From an optimization exercise on the open Yosys and OpenROAD flow, aimed at small area, a short achievable clock period and few clock cycles; shortcuts taken in it are not production practice. Function was checked by simulation only, so behaviour that the tests miss may differ from the original. Power figures rest on the tool's default switching activity, not on a simulated workload.

==> inputs of v13 <==
==> flow/design.v <==
package lse_pkg;
    localparam int DATA_W       = 32;
    localparam int CNT_W        = 7;
    localparam int CMD_W        = 3;
    localparam int STAT_W       = 2;
    localparam int RESULT_LIMIT = 64;
    localparam logic [CMD_W-1:0] CMD_PUSH   = 3'd0;
    localparam logic [CMD_W-1:0] CMD_POP    = 3'd1;
    localparam logic [CMD_W-1:0] CMD_LIST   = 3'd2;
    localparam logic [CMD_W-1:0] CMD_TOP3   = 3'd3;
    localparam logic [CMD_W-1:0] CMD_POPN   = 3'd4;
    localparam logic [CMD_W-1:0] CMD_BOT3   = 3'd5;
    localparam logic [STAT_W-1:0] ST_OK    = 2'd0;
    localparam logic [STAT_W-1:0] ST_FULL  = 2'd1;
    localparam logic [STAT_W-1:0] ST_EMPTY = 2'd2;
    localparam logic [STAT_W-1:0] ST_SHORT = 2'd3;
    typedef struct packed {
        logic [CMD_W-1:0]         op;
        logic signed [DATA_W-1:0] value;
        logic [CNT_W-1:0]         count;
    } t_cmd;
endpackage
module lse_ram #(
    parameter int W = 32,
    parameter int D = 64
) (
    input  logic         i_clk,
    input  logic [D-1:0] i_wsel,
    input  logic [W-1:0] i_wdata,
    input  logic [D-1:0] i_rsel,
    output logic [W-1:0] o_rdata
);
    logic [W-1:0] r_mem [D];
    always_ff @(posedge i_clk) begin
        for (int e = 0; e < D; e++) begin
            if (i_wsel[e]) begin
                r_mem[e] <= i_wdata;
            end
        end
    end
    always_comb begin
        o_rdata = '0;
        for (int e = 0; e < D; e++) begin
            o_rdata = o_rdata | (r_mem[e] & {W{i_rsel[e]}});
        end
    end
endmodule
import lse_pkg::*;
module lse_back #(
    parameter int DEPTH = 64
) (
    input  logic                     i_clk,
    input  logic                     i_rst_n,
    input  logic                     i_cmd_valid,
    output logic                     o_cmd_ready,
    input  logic [CMD_W-1:0]         i_command,
    input  logic [DATA_W-1:0]        i_push_value,
    input  logic [CNT_W-1:0]         i_pop_count,
    output logic [DEPTH-1:0]         o_wsel,
    output logic [DATA_W-1:0]        o_wdata,
    output logic [DEPTH-1:0]         o_rsel,
    input  logic [DATA_W-1:0]        i_rdata,
    output logic                     o_res_valid,
    input  logic                     i_res_ready,
    output logic [STAT_W-1:0]        o_status,
    output logic signed [DATA_W-1:0] o_data,
    output logic                     o_last
);
    localparam int AW = $clog2(DEPTH);
    logic              r_rdy, n_rdy;
    logic              r_cv, n_cv;
    logic [CMD_W-1:0]  r_cop, n_cop;
    logic [AW-1:0]     r_crem, n_crem;   
    logic [DATA_W-1:0] r_cval;
    logic [DEPTH-1:0]  r_rsel, n_rsel;
    logic [DEPTH:0]    r_fill, n_fill;
    logic              r_busy, n_busy;
    logic              r_blist, n_blist;
    logic [AW-1:0]     r_rem, n_rem;
    logic              r_ov, n_ov;
    logic [STAT_W-1:0] r_ost, n_ost;
    logic              r_olast, n_olast;
    logic [DATA_W-1:0] r_odata, n_odata;
    logic              r_sv, n_sv;
    logic [STAT_W-1:0] r_sst;
    logic              r_slast;
    logic [DATA_W-1:0] r_sdata;
    logic              acc, cmd_keep, can, empty, full, lt3, drain;
    logic              pv, puse, plast, step_ra;
    logic [STAT_W-1:0] pst;
    logic [DATA_W-1:0] pdata;
    logic              f_dn, f_up, f_hold;
    logic [AW-1:0]     crem_in;
    logic [DEPTH-1:0]  ld_rsel;
    logic              ra_hold, ld_p, ld_s, o_hold, cmulti;
    assign acc = i_cmd_valid && r_rdy;
    assign cmd_keep = (i_command <= CMD_BOT3) && !(i_command == CMD_POPN && i_pop_count == '0);
    assign crem_in = (i_pop_count > CNT_W'(RESULT_LIMIT)) ? AW'(RESULT_LIMIT - 1)
                                                          : AW'(i_pop_count - CNT_W'(1));
    assign can = !r_sv;
    assign empty = r_fill[0];
    assign full = r_fill[DEPTH];
    assign lt3 = r_fill[0] || r_fill[1] || r_fill[2];
    assign drain = r_ov && i_res_ready;
    always_comb begin
        pv = 1'b0;
        puse = 1'b0;
        plast = 1'b1;
        pst = ST_OK;
        f_dn = 1'b0;
        f_up = 1'b0;
        n_busy = r_busy;
        n_blist = r_blist;
        n_rem = r_rem;
        step_ra = 1'b0;
        if (can) begin
            if (r_busy) begin
                pv = 1'b1;
                step_ra = 1'b1;
                n_rem = r_rem - AW'(1);
                if (r_blist) begin
                    puse = 1'b1;
                    plast = r_rsel[0];
                    n_busy = !r_rsel[0];
                end else begin
                    plast = (r_rem == AW'(1));
                    n_busy = (r_rem != AW'(1));
                    if (empty) begin
                        pst = ST_EMPTY;
                    end else begin
                        puse = 1'b1;
                        f_dn = 1'b1;
                    end
                end
            end else if (r_cv) begin
                pv = 1'b1;
                unique case (r_cop)
                    CMD_PUSH: begin
                        if (full) begin
                            pst = ST_FULL;
                        end else begin
                            f_up = 1'b1;
                        end
                    end
                    CMD_POP: begin
                        if (empty) begin
                            pst = ST_EMPTY;
                        end else begin
                            puse = 1'b1;
                            f_dn = 1'b1;
                        end
                    end
                    CMD_LIST: begin
                        if (empty) begin
                            pst = ST_EMPTY;
                        end else begin
                            puse = 1'b1;
                            plast = r_fill[1];
                            if (!r_fill[1]) begin
                                n_busy = 1'b1;
                                n_blist = 1'b1;
                                step_ra = 1'b1;
                            end
                        end
                    end
                    CMD_POPN: begin
                        plast = (r_crem == '0);
                        if (r_crem != '0) begin
                            n_busy = 1'b1;
                            n_blist = 1'b0;
                            n_rem = r_crem;
                            step_ra = 1'b1;
                        end
                        if (empty) begin
                            pst = ST_EMPTY;
                        end else begin
                            puse = 1'b1;
                            f_dn = 1'b1;
                        end
                    end
                    default: begin  
                        if (lt3) begin
                            pst = ST_SHORT;
                        end else begin
                            puse = 1'b1;
                        end
                    end
                endcase
            end
        end
    end
    assign f_hold = !f_dn && !f_up;
    assign n_fill = ({(DEPTH + 1){f_dn}} & {1'b0, r_fill[DEPTH:1]}) |
                    ({(DEPTH + 1){f_up}} & {r_fill[DEPTH-1:0], 1'b0}) |
                    ({(DEPTH + 1){f_hold}} & r_fill);
    assign o_wsel = r_fill[DEPTH-1:0];
    assign o_wdata = r_cval;
    assign o_rsel = r_rsel;
    assign pdata = puse ? i_rdata : '0;
    always_comb begin
        n_cv = r_cv && !(can && !r_busy);
        n_cop = r_cop;
        n_crem = r_crem;
        if (acc) begin
            n_cv = cmd_keep;
            n_cop = i_command;
            n_crem = crem_in;
        end
    end
    always_comb begin
        if (i_command == CMD_BOT3) begin
            ld_rsel = DEPTH'(4);
        end else if (i_command == CMD_TOP3) begin
            ld_rsel = {2'b00, n_fill[DEPTH:3]};
        end else begin
            ld_rsel = n_fill[DEPTH:1];
        end
    end
    assign ra_hold = !acc && !step_ra;
    assign n_rsel = ({DEPTH{acc}} & ld_rsel) |
                    ({DEPTH{!acc && step_ra}} & {r_rsel[0], r_rsel[DEPTH-1:1]}) |
                    ({DEPTH{ra_hold}} & r_rsel);
    assign n_sv = (pv ? r_ov : r_sv) && !drain;
    assign n_ov = pv || r_sv || (r_ov && !i_res_ready);
    assign ld_p = pv && (!r_ov || i_res_ready);
    assign ld_s = !pv && r_sv && i_res_ready;
    assign o_hold = !ld_p && !ld_s;
    assign n_ost = ({STAT_W{ld_p}} & pst) | ({STAT_W{ld_s}} & r_sst) | ({STAT_W{o_hold}} & r_ost);
    assign n_olast = (ld_p & plast) | (ld_s & r_slast) | (o_hold & r_olast);
    assign n_odata = ({DATA_W{ld_p}} & pdata) | ({DATA_W{ld_s}} & r_sdata) |
                     ({DATA_W{o_hold}} & r_odata);
    assign cmulti = (n_cop == CMD_LIST && !n_fill[0] && !n_fill[1]) ||
                    (n_cop == CMD_POPN && n_crem != '0);
    always_comb begin
        if (n_busy) begin
            n_rdy = !n_sv && (n_blist ? n_rsel[0] : (n_rem == AW'(1)));
        end else if (n_cv) begin
            n_rdy = !n_sv && !cmulti;
        end else begin
            n_rdy = 1'b1;
        end
    end
    always_ff @(posedge i_clk) begin
        if (!i_rst_n) begin
            r_rdy <= 1'b1;
            r_cv <= 1'b0;
            r_fill <= (DEPTH + 1)'(1);
            r_busy <= 1'b0;
            r_ov <= 1'b0;
            r_sv <= 1'b0;
        end else begin
            r_rdy <= n_rdy;
            r_cv <= n_cv;
            r_fill <= n_fill;
            r_busy <= n_busy;
            r_ov <= n_ov;
            r_sv <= n_sv;
        end
    end
    always_ff @(posedge i_clk) begin
        r_cop <= n_cop;
        r_crem <= n_crem;
        r_rsel <= n_rsel;
        r_blist <= n_blist;
        r_rem <= n_rem;
        r_ost <= n_ost;
        r_olast <= n_olast;
        r_odata <= n_odata;
        if (acc) begin
            r_cval <= i_push_value;
        end
        if (pv) begin
            r_sst <= pst;
            r_slast <= plast;
            r_sdata <= pdata;
        end
    end
    assign o_cmd_ready = r_rdy;
    assign o_res_valid = r_ov;
    assign o_status = r_ost;
    assign o_data = r_odata;
    assign o_last = r_olast;
endmodule
import lse_pkg::*;
module lifo_stack_engine_top #(
    parameter int DEPTH = 64
) (
    input  logic                     i_clk,
    input  logic                     i_rst_n,
    input  logic                     i_cmd_valid,
    output logic                     o_cmd_ready,
    input  logic [CMD_W-1:0]         i_command,
    input  logic signed [DATA_W-1:0] i_push_value,
    input  logic [CNT_W-1:0]         i_pop_count,
    output logic                     o_res_valid,
    input  logic                     i_res_ready,
    output logic [STAT_W-1:0]        o_status,
    output logic signed [DATA_W-1:0] o_data,
    output logic                     o_last
);
    logic [DEPTH-1:0]  wsel, rsel;
    logic [DATA_W-1:0] wdata, rdata;
    lse_back #(.DEPTH(DEPTH)) u_back (
        .i_clk        (i_clk),
        .i_rst_n      (i_rst_n),
        .i_cmd_valid  (i_cmd_valid),
        .o_cmd_ready  (o_cmd_ready),
        .i_command    (i_command),
        .i_push_value (i_push_value),
        .i_pop_count  (i_pop_count),
        .o_wsel       (wsel),
        .o_wdata      (wdata),
        .o_rsel       (rsel),
        .i_rdata      (rdata),
        .o_res_valid  (o_res_valid),
        .i_res_ready  (i_res_ready),
        .o_status     (o_status),
        .o_data       (o_data),
        .o_last       (o_last)
    );
    lse_ram #(.W(DATA_W), .D(DEPTH)) u_ram (
        .i_clk   (i_clk),
        .i_wsel  (wsel),
        .i_wdata (wdata),
        .i_rsel  (rsel),
        .o_rdata (rdata)
    );
endmodule
==> flow/flow/run.sh <==
#!/bin/bash
# The standard layout (the standard.sh, all ORFS steps to finish), with
# one change: the buffers that buffer_ports puts on every input and output
# port are buf_4 cells instead of the default delay buffer. All of make's
# output goes to flow_standard.log in this folder; the tools' own logs stay
# under orfs/logs/.
set -euo pipefail
bash standard.sh "BUFFER_PORTS_ARGS=-buffer_cell sky130_fd_sc_hd__buf_4" finish > flow_standard.log 2>&1
==> flow/standard.sh <==
#!/bin/bash
# synth_recipe.tcl (not shown) runs the flow's synth.tcl, then flattens the netlist and writes it again
# the make line also repeats each setting of config.mk as NAME=value (left out here)
make -C /OpenROAD-flow-scripts/flow DESIGN_CONFIG=/design/flow/config.mk WORK_HOME=/design/flow/orfs CLKGATE_MAP_FILE= SYNTH_SCRIPT=/design/flow/synth_recipe.tcl "${@:-finish}"
==> flow/config.mk <==
export PLATFORM = sky130hd
export DESIGN_NAME = lifo_stack_engine_top
export DESIGN_NICKNAME = lifo_stack_engine_top
export VERILOG_FILES = /design/flow/design.v
export SDC_FILE = /design/flow/constraint.sdc
export NUM_CORES = 4
export LEC_CHECK = 0
export ABC_AREA = 1
export CAP_MARGIN = 20
export CORE_MARGIN = 2
export CORE_UTILIZATION = 64
export CTS_CLUSTER_DIAMETER = 100
export CTS_CLUSTER_SIZE = 24
export PLACE_DENSITY = 0.74
export SETUP_SLACK_MARGIN = 3.8
export SLEW_MARGIN = 20
export TNS_END_PERCENT = 100
==> flow/constraint.sdc <==
create_clock -name core_clock -period 6.0 [get_ports {i_clk}]
set_input_delay 1.2000 -clock core_clock [delete_from_list [all_inputs] [get_ports {i_clk}]]
set_output_delay 1.2000 -clock core_clock [all_outputs]
set_load 0.01 [all_outputs]
==> v6 (differences from v13) <==
- CORE_UTILIZATION: 64 -> 68
- CTS_CLUSTER_SIZE: 24 -> 26
- PLACE_DENSITY: 0.74 -> 0.78
==> comparison table <==
| metric | v6 | v13 |
|---|---|---|
| Result of the run | timing/DRC/antenna clean | timing/DRC/antenna clean |
| Total die area | 129000 um^2 | 137000 um^2 |
| Routed length on met2 | 128000 um | 132000 um |
| Horizontal die dimension | 359 um | 370 um |
| Least setup slack across all paths after layout | 3.57 ns | 3.54 ns |
| Register-to-register setup slack | 3.67 ns | 3.72 ns |
| Net Switching | 5.61 mW | 5.71 mW |
| Final-layout clock buffer total | 137 | 152 |
| Clock Pin Slew Worst Setup and Hold Paths | 0.10 ns | 0.11 ns |
| Placement-stage worst setup slack | 1.97 ns | 2.53 ns |
| GR Util met1 | 59.9% | 58.5% |
| Vertical extent of the die | 359 um | 370 um |
| Multi-input logic portion of the cell area | 18.5% | 18.3% |
| Fraction of the cycle the final worst path needs | 40.4% | 41.0% |
| Fraction of met2 tracks used by global routing | 66.2% | 64.3% |
| Count of vias placed by the detailed router | 60300 | 60100 |
| Met3 track demand over resource | 23.4% | 19.0% |
| Endpoint of the worst-slack reg-to-reg timing path | u_back.r_sdata[14] | u_back.r_sdata[10] |
Testbench counts of v13, summed over its fixed seeds: cycles 16,877.
Testbench counts of v6, summed over its fixed seeds: cycles 16,877.

==> afterwards: timing with drivers on the ports <==
How much do the figures lean on ideal ports? The routed layouts below were timed once more, with nothing changed but the port constraints. Step 1 assumes that a clkbuf_16 drives the clock port and a buf_2 every other input. Step 2 adds t to the input delays and takes it off the output delays; t is the mean of the earliest and latest rising clock arrival at the registers after step 1. Input paths then give back, and output paths get back, about the clock's delay inside the block. Three values: ideal ports, drivers, drivers and shift; two values: the first two.
| run | t, ns | slack for setup (ns) | worst hold slack (ns) | worst register clock-pin slew, ns |
|---|---|---|---|---|
| v13 | 0.839 | 3.542 / 3.469 / 3.061 | 0.469 / 0.469 / 0.469 | 0.11 / 0.11 |
| v6 | 0.814 | 3.574 / 3.499 / 3.118 | 0.472 / 0.472 / 0.472 | 0.11 / 0.11 |
After both steps every run listed still meets setup and hold. For v13, which loses most, drivers alone change the setup slack by -0.073 ns; drivers and shift together by -0.481 ns.
